Background: an optimization exercise with open tools, aiming at a short achievable clock period and few clock cycles. Do not read the settings as production practice. The RTL was checked by simulation tests, not by an equivalence proof against the original design. No activity file was given, so power comes from the tool's default toggle rates.

==> module memoryStage, before the edit <==
module memoryStage (
	input  logic         clk,
	input  logic         we,                        
	input  logic [15:0]  wlo, whi,                  
	input  cpuPkg::wordT wdata,
	input  logic [15:0]  rlo, rhi,                  
	input  logic         hit,                       
	output cpuPkg::wordT rdata                      
);
	cpuPkg::wordT dataMem [256];
	always_ff @(posedge clk) begin
		for (int i = 0; i < 256; i++) begin
			if (we && whi[i / 16] && wlo[i % 16]) dataMem[i] <= wdata;
		end
	end
	cpuPkg::wordT qtr [8];
	cpuPkg::wordT fwdQ;                             
	always_ff @(posedge clk) begin
		for (int q = 0; q < 8; q++) begin
			cpuPkg::wordT g;
			g = '0;
			for (int i = 32*q; i < 32*q + 32; i++) begin
				g = g | ({8{rhi[i / 16] & rlo[i % 16]}} & dataMem[i]);
			end
			qtr[q] <= hit ? '0 : g;
		end
		fwdQ <= hit ? wdata : '0;
	end
	always_comb begin
		rdata = fwdQ;
		for (int q = 0; q < 8; q++) rdata = rdata | qtr[q];
	end
endmodule
clock: 4.4 ns
lec_check: 0
cap_margin: 20
core_margin: 2
core_utilization: 28
setup_slack_margin: 2.3
slew_margin: 20
run.sh (not shown) runs the stock make flow with config.mk's settings and CLKGATE_MAP_FILE= SYNTH_SCRIPT=/design/flow/synth_recipe.tcl, a recipe that flattens the netlist after the stock synthesis.
Testbench counts at the start, summed over its fixed seeds: cycles 16,691.
Rerun with:
--- a/flow/design.v
+++ b/flow/design.v
@@ -314,24 +314,24 @@
 		for (int i = 0; i < 256; i++) begin
 			if (we && whi[i / 16] && wlo[i % 16]) dataMem[i] <= wdata;
 		end
 	end
-	cpuPkg::wordT qtr [8];
+	cpuPkg::wordT qtr [16];
 	cpuPkg::wordT fwdQ;                             
 	always_ff @(posedge clk) begin
-		for (int q = 0; q < 8; q++) begin
+		for (int q = 0; q < 16; q++) begin
 			cpuPkg::wordT g;
 			g = '0;
-			for (int i = 32*q; i < 32*q + 32; i++) begin
+			for (int i = 16*q; i < 16*q + 16; i++) begin
 				g = g | ({8{rhi[i / 16] & rlo[i % 16]}} & dataMem[i]);
 			end
 			qtr[q] <= hit ? '0 : g;
 		end
 		fwdQ <= hit ? wdata : '0;
 	end
 	always_comb begin
 		rdata = fwdQ;
-		for (int q = 0; q < 8; q++) rdata = rdata | qtr[q];
+		for (int q = 0; q < 16; q++) rdata = rdata | qtr[q];
 	end
 endmodule
 module cpuTop #(
 	parameter int dataMemDepth = 256                
=> Utilization went down by 0.62 points. Worst setup slack got worse by 0.16 ns. Count of clock-buffer cells in the layout went up by 7. Global-route usage hardly moves. Synthesized cell count went down by 2.5%. Clock skew went up by 0.033 ns. Final cell count went down by 1.4%. Sequential power went up by about 3%. Wire length went down by 1.5%. Critical path depth went up by 1. Total power hardly moves. Maximum frequency went down by 6.1%.
Testbench counts after the change, summed over its fixed seeds: cycles 16,691.

========
== the previous run ==
Another version of the RTL of cpuTop (not shown whole).
Size: about 6100 cells after synthesis, roughly 43 I/O pins.
==> module executeStage, before the edit <==
module executeStage (
	input  logic         clk,
	input  logic         arstN,
	input  logic [31:0]  regs,                      
	input  logic [3:0]   m1SelAA, m1SelBA,          
	input  logic [3:0]   m1SelAB, m1SelBB,          
	input  logic [3:0]   m1SelX, m1SelY,            
	input  logic [3:0]   m1SelOut,                  
	input  logic         m1OutV,                    
	input  logic [27:0]  m1WrA, m1WrB,              
	input  logic [3:0]   m1Hold,                    
	input  cpuPkg::wordT m1KA, m1KB,                
	input  logic         m1StV,
	input  logic [3:0]   m1StSel,
	input  logic [15:0]  m1Lo, m1Hi,
	input  cpuPkg::wordT ldData,                    
	output logic         exStV,                     
	output logic [15:0]  exLo, exHi,
	output cpuPkg::wordT stData,                    
	output logic [31:0]  wdata,                     
	output cpuPkg::wordT outPort,
	output logic         outEn
);
	logic [3:0]   hold;
	cpuPkg::wordT kA, kB;
	always_ff @(posedge clk or negedge arstN) begin
		if (!arstN) begin
			hold  <= '1;
			exStV <= 1'b0;
		end else begin
			hold  <= m1Hold;
			exStV <= m1StV;
		end
	end
	always_ff @(posedge clk) begin
		kA     <= m1KA;
		kB     <= m1KB;
		exLo   <= m1Lo;
		exHi   <= m1Hi;
	end
	cpuPkg::wordT aA, bA, aB, bB;                   
	cpuPkg::wordT x, y;                             
	logic [3:0] colSum, colDiff, colLA, colLB, colLd;
	logic [5:2] fnA, fnB;                           
	logic [5:2] m1FnA, m1FnB;
	logic [3:0] m1ColSum, m1ColDiff, m1ColLA, m1ColLB, m1ColLd;
	always_comb begin
		m1FnA = '0;
		m1FnB = '0;
		for (int i = 0; i < 4; i++) begin
			m1ColSum[i]  = m1WrA[7*i + 0] | m1WrB[7*i + 0];
			m1ColDiff[i] = m1WrA[7*i + 1] | m1WrB[7*i + 1];
			m1ColLA[i]   = |m1WrA[7*i + 2 +: 4];
			m1ColLB[i]   = |m1WrB[7*i + 2 +: 4];
			m1ColLd[i]   = m1WrA[7*i + 6] | m1WrB[7*i + 6];
			m1FnA = m1FnA | m1WrA[7*i + 2 +: 4];
			m1FnB = m1FnB | m1WrB[7*i + 2 +: 4];
		end
	end
	always_ff @(posedge clk or negedge arstN) begin
		if (!arstN) begin
			colSum  <= '0;
			colDiff <= '0;
			colLA   <= '0;
			colLB   <= '0;
			colLd   <= '0;
		end else begin
			colSum  <= m1ColSum;
			colDiff <= m1ColDiff;
			colLA   <= m1ColLA;
			colLB   <= m1ColLB;
			colLd   <= m1ColLd;
		end
	end
	always_ff @(posedge clk) begin
		fnA <= m1FnA;
		fnB <= m1FnB;
	end
	cpuPkg::wordT sum, diff, lresA, lresB;
	assign sum   = x + y;                           
	assign diff  = x - y;                           
	assign lresA = ({8{fnA[2]}} & (aA & bA)) | ({8{fnA[3]}} & (aA | bA)) |
	               ({8{fnA[4]}} & bA) | ({8{fnA[5]}} & kA);
	assign lresB = ({8{fnB[2]}} & (aB & bB)) | ({8{fnB[3]}} & (aB | bB)) |
	               ({8{fnB[4]}} & bB) | ({8{fnB[5]}} & kB);
	function automatic logic [7:0] after(input logic [3:0] sel);
		logic [7:0] v;
		v = ({8{|(sel & colSum)}} & sum) | ({8{|(sel & colDiff)}} & diff) |
		    ({8{|(sel & colLA)}} & lresA) | ({8{|(sel & colLB)}} & lresB) |
		    ({8{|(sel & colLd)}} & ldData);
		for (int i = 0; i < 4; i++) v = v | ({8{sel[i] & hold[i]}} & regs[8*i +: 8]);
		after = v;
	endfunction
	always_comb begin
		for (int i = 0; i < 4; i++) wdata[8*i +: 8] = after(4'b1 << i);
	end
	always_ff @(posedge clk) begin
		aA <= after(m1SelAA);
		bA <= after(m1SelBA);
		aB <= after(m1SelAB);
		bB <= after(m1SelBB);
		x  <= after(m1SelX);
		y  <= after(m1SelY);
		stData <= after(m1StSel);
	end
	always_ff @(posedge clk or negedge arstN) begin
		if (!arstN) begin
			outEn   <= 1'b0;
			outPort <= '0;
		end else begin
			outEn   <= m1OutV;
			outPort <= after(m1SelOut);
		end
	end
endmodule
export LEC_CHECK = 0
export CAP_MARGIN = 20
export CORE_MARGIN = 2
export CORE_UTILIZATION = 28
export SETUP_SLACK_MARGIN = 2.0
export SLEW_MARGIN = 20
create_clock -name core_clock -period 4.4 [get_ports {clk}]
Testbench counts of the previous run, summed over its fixed seeds: cycles 16,691.
#### Input delta (the current run over the previous run)
-- flow/design.v --
<<< the previous run, line 214
	output logic         exStV,                     
	output logic [15:0]  exLo, exHi,
	output cpuPkg::wordT stData,                    
	output logic [31:0]  wdata,                     
	output cpuPkg::wordT outPort,
	output logic         outEn
);
	logic [3:0]   hold;
	cpuPkg::wordT kA, kB;
	always_ff @(posedge clk or negedge arstN) begin
		if (!arstN) begin
			hold  <= '1;
			exStV <= 1'b0;
		end else begin
			hold  <= m1Hold;
			exStV <= m1StV;
>>> the current run, line 214
	output logic         exStV,                     
	output logic [15:0]  exLo, exHi,
	output cpuPkg::wordT stData,
	output logic [31:0]  wdata,                     
	output cpuPkg::wordT outPort,
	output logic         outEn
);
	logic [27:0]  wrA, wrB;
	logic [3:0]   hold, stSel;
	cpuPkg::wordT kA, kB;
	always_ff @(posedge clk or negedge arstN) begin
		if (!arstN) begin
			wrA   <= '0;
			wrB   <= '0;
			hold  <= '1;
			exStV <= 1'b0;
		end else begin
			wrA   <= m1WrA;
			wrB   <= m1WrB;
			hold  <= m1Hold;
			exStV <= m1StV;
<<< the previous run, line 233
		kA     <= m1KA;
		kB     <= m1KB;
		exLo   <= m1Lo;
		exHi   <= m1Hi;
>>> the current run, line 238
		kA     <= m1KA;
		kB     <= m1KB;
		stSel  <= m1StSel;
		exLo   <= m1Lo;
		exHi   <= m1Hi;
<<< the previous run, line 240
	logic [3:0] colSum, colDiff, colLA, colLB, colLd;
	logic [5:2] fnA, fnB;                           
	logic [5:2] m1FnA, m1FnB;
	logic [3:0] m1ColSum, m1ColDiff, m1ColLA, m1ColLB, m1ColLd;
	always_comb begin
		m1FnA = '0;
		m1FnB = '0;
		for (int i = 0; i < 4; i++) begin
			m1ColSum[i]  = m1WrA[7*i + 0] | m1WrB[7*i + 0];
			m1ColDiff[i] = m1WrA[7*i + 1] | m1WrB[7*i + 1];
			m1ColLA[i]   = |m1WrA[7*i + 2 +: 4];
			m1ColLB[i]   = |m1WrB[7*i + 2 +: 4];
			m1ColLd[i]   = m1WrA[7*i + 6] | m1WrB[7*i + 6];
			m1FnA = m1FnA | m1WrA[7*i + 2 +: 4];
			m1FnB = m1FnB | m1WrB[7*i + 2 +: 4];
		end
	end
	always_ff @(posedge clk or negedge arstN) begin
		if (!arstN) begin
			colSum  <= '0;
			colDiff <= '0;
			colLA   <= '0;
			colLB   <= '0;
			colLd   <= '0;
		end else begin
			colSum  <= m1ColSum;
			colDiff <= m1ColDiff;
			colLA   <= m1ColLA;
			colLB   <= m1ColLB;
			colLd   <= m1ColLd;
		end
	end
	always_ff @(posedge clk) begin
		fnA <= m1FnA;
		fnB <= m1FnB;
	end
	cpuPkg::wordT sum, diff, lresA, lresB;
>>> the current run, line 246
	logic [3:0] colSum, colDiff, colLA, colLB, colLd;
	logic [5:2] fnA, fnB;                           
	always_comb begin
		fnA = '0;
		fnB = '0;
		for (int i = 0; i < 4; i++) begin
			colSum[i]  = wrA[7*i + 0] | wrB[7*i + 0];
			colDiff[i] = wrA[7*i + 1] | wrB[7*i + 1];
			colLA[i]   = |wrA[7*i + 2 +: 4];
			colLB[i]   = |wrB[7*i + 2 +: 4];
			colLd[i]   = wrA[7*i + 6] | wrB[7*i + 6];
			fnA = fnA | wrA[7*i + 2 +: 4];
			fnB = fnB | wrB[7*i + 2 +: 4];
		end
	end
	cpuPkg::wordT sum, diff, lresA, lresB;
<<< the previous run, line 290
	endfunction
	always_comb begin
		for (int i = 0; i < 4; i++) wdata[8*i +: 8] = after(4'b1 << i);
	end
>>> the current run, line 275
	endfunction
	always_comb begin
		stData = '0;
		for (int i = 0; i < 4; i++) begin
			stData = stData | ({8{stSel[i]}} & regs[8*i +: 8]);
		end
	end
	always_comb begin
		for (int i = 0; i < 4; i++) wdata[8*i +: 8] = after(4'b1 << i);
	end
<<< the previous run, line 299
		x  <= after(m1SelX);
		y  <= after(m1SelY);
		stData <= after(m1StSel);
	end
	always_ff @(posedge clk or negedge arstN) begin
>>> the current run, line 290
		x  <= after(m1SelX);
		y  <= after(m1SelY);
	end
	always_ff @(posedge clk or negedge arstN) begin
Notes after the runs:
- From the previous run to the current run the numbers moved as follows: post-synthesis cell type count higher; count of placed standard cells in the final layout, fillers left out went up 202; routed wirelength normalized by instance count rose by about 4%; post-CTS resize count now larger; pin slew with the least headroom to its limit saw an increase.
- The current run: met2 usage is 0.44 points higher than what the previous run reported.
- The current run vs. the previous run: core utilization now sits higher, maximum level of the CTS H-tree stayed essentially flat, width of the chip up about 0.44%, reported leakage power rose 1.3 nW, design area higher.
- The current run reports a lower total power than the previous run does.
- The setup slack of the current run is smaller than that of the previous run.
Testbench counts of the current run, summed over its fixed seeds: cycles 16,691.

[port drivers added, routing unchanged]
In the flow no input, the clock included, has a driving cell. The finished layouts below were timed again as built, in two steps.
Step 1: set_driving_cell puts a clkbuf_16 on clk and a buf_2 on each other input, an assumption about the parent block.
Step 2 times the ports against the registers' clock, not the clock port: input delays grow and output delays shrink by t, the midpoint of the rising clock arrivals with the driver on.
Three values: no drivers, after step 1, after step 2; two values: the first two.
| run | shift t [ns] | slack for setup (ns) | worst hold slack (ns) | worst setup path at the end | worst data-port slew with drivers (ns) |
|---|---|---|---|---|---|
| the first run of note 1 | 0.973 | 1.900 / 1.900 / 1.461 | 0.167 / 0.106 / 0.327 | input to register | 0.04 |
| the second run of note 1 | 0.986 | 1.738 / 1.738 / 1.393 | 0.079 / 0.010 / 0.323 | input to register | 0.09 |
| the previous run | 0.988 | 1.768 / 1.768 / 1.094 | 0.078 / 0.009 / 0.328 | input to register | 0.04 |
| the current run | 1.002 | 1.709 / 1.709 / 1.065 | 0.111 / 0.041 / 0.326 | input to register | 0.04 |
After both steps every run listed still meets setup and hold. The setup slack of the previous run, which loses most, moves by 0.000 ns with the drivers and by -0.674 ns with both steps.
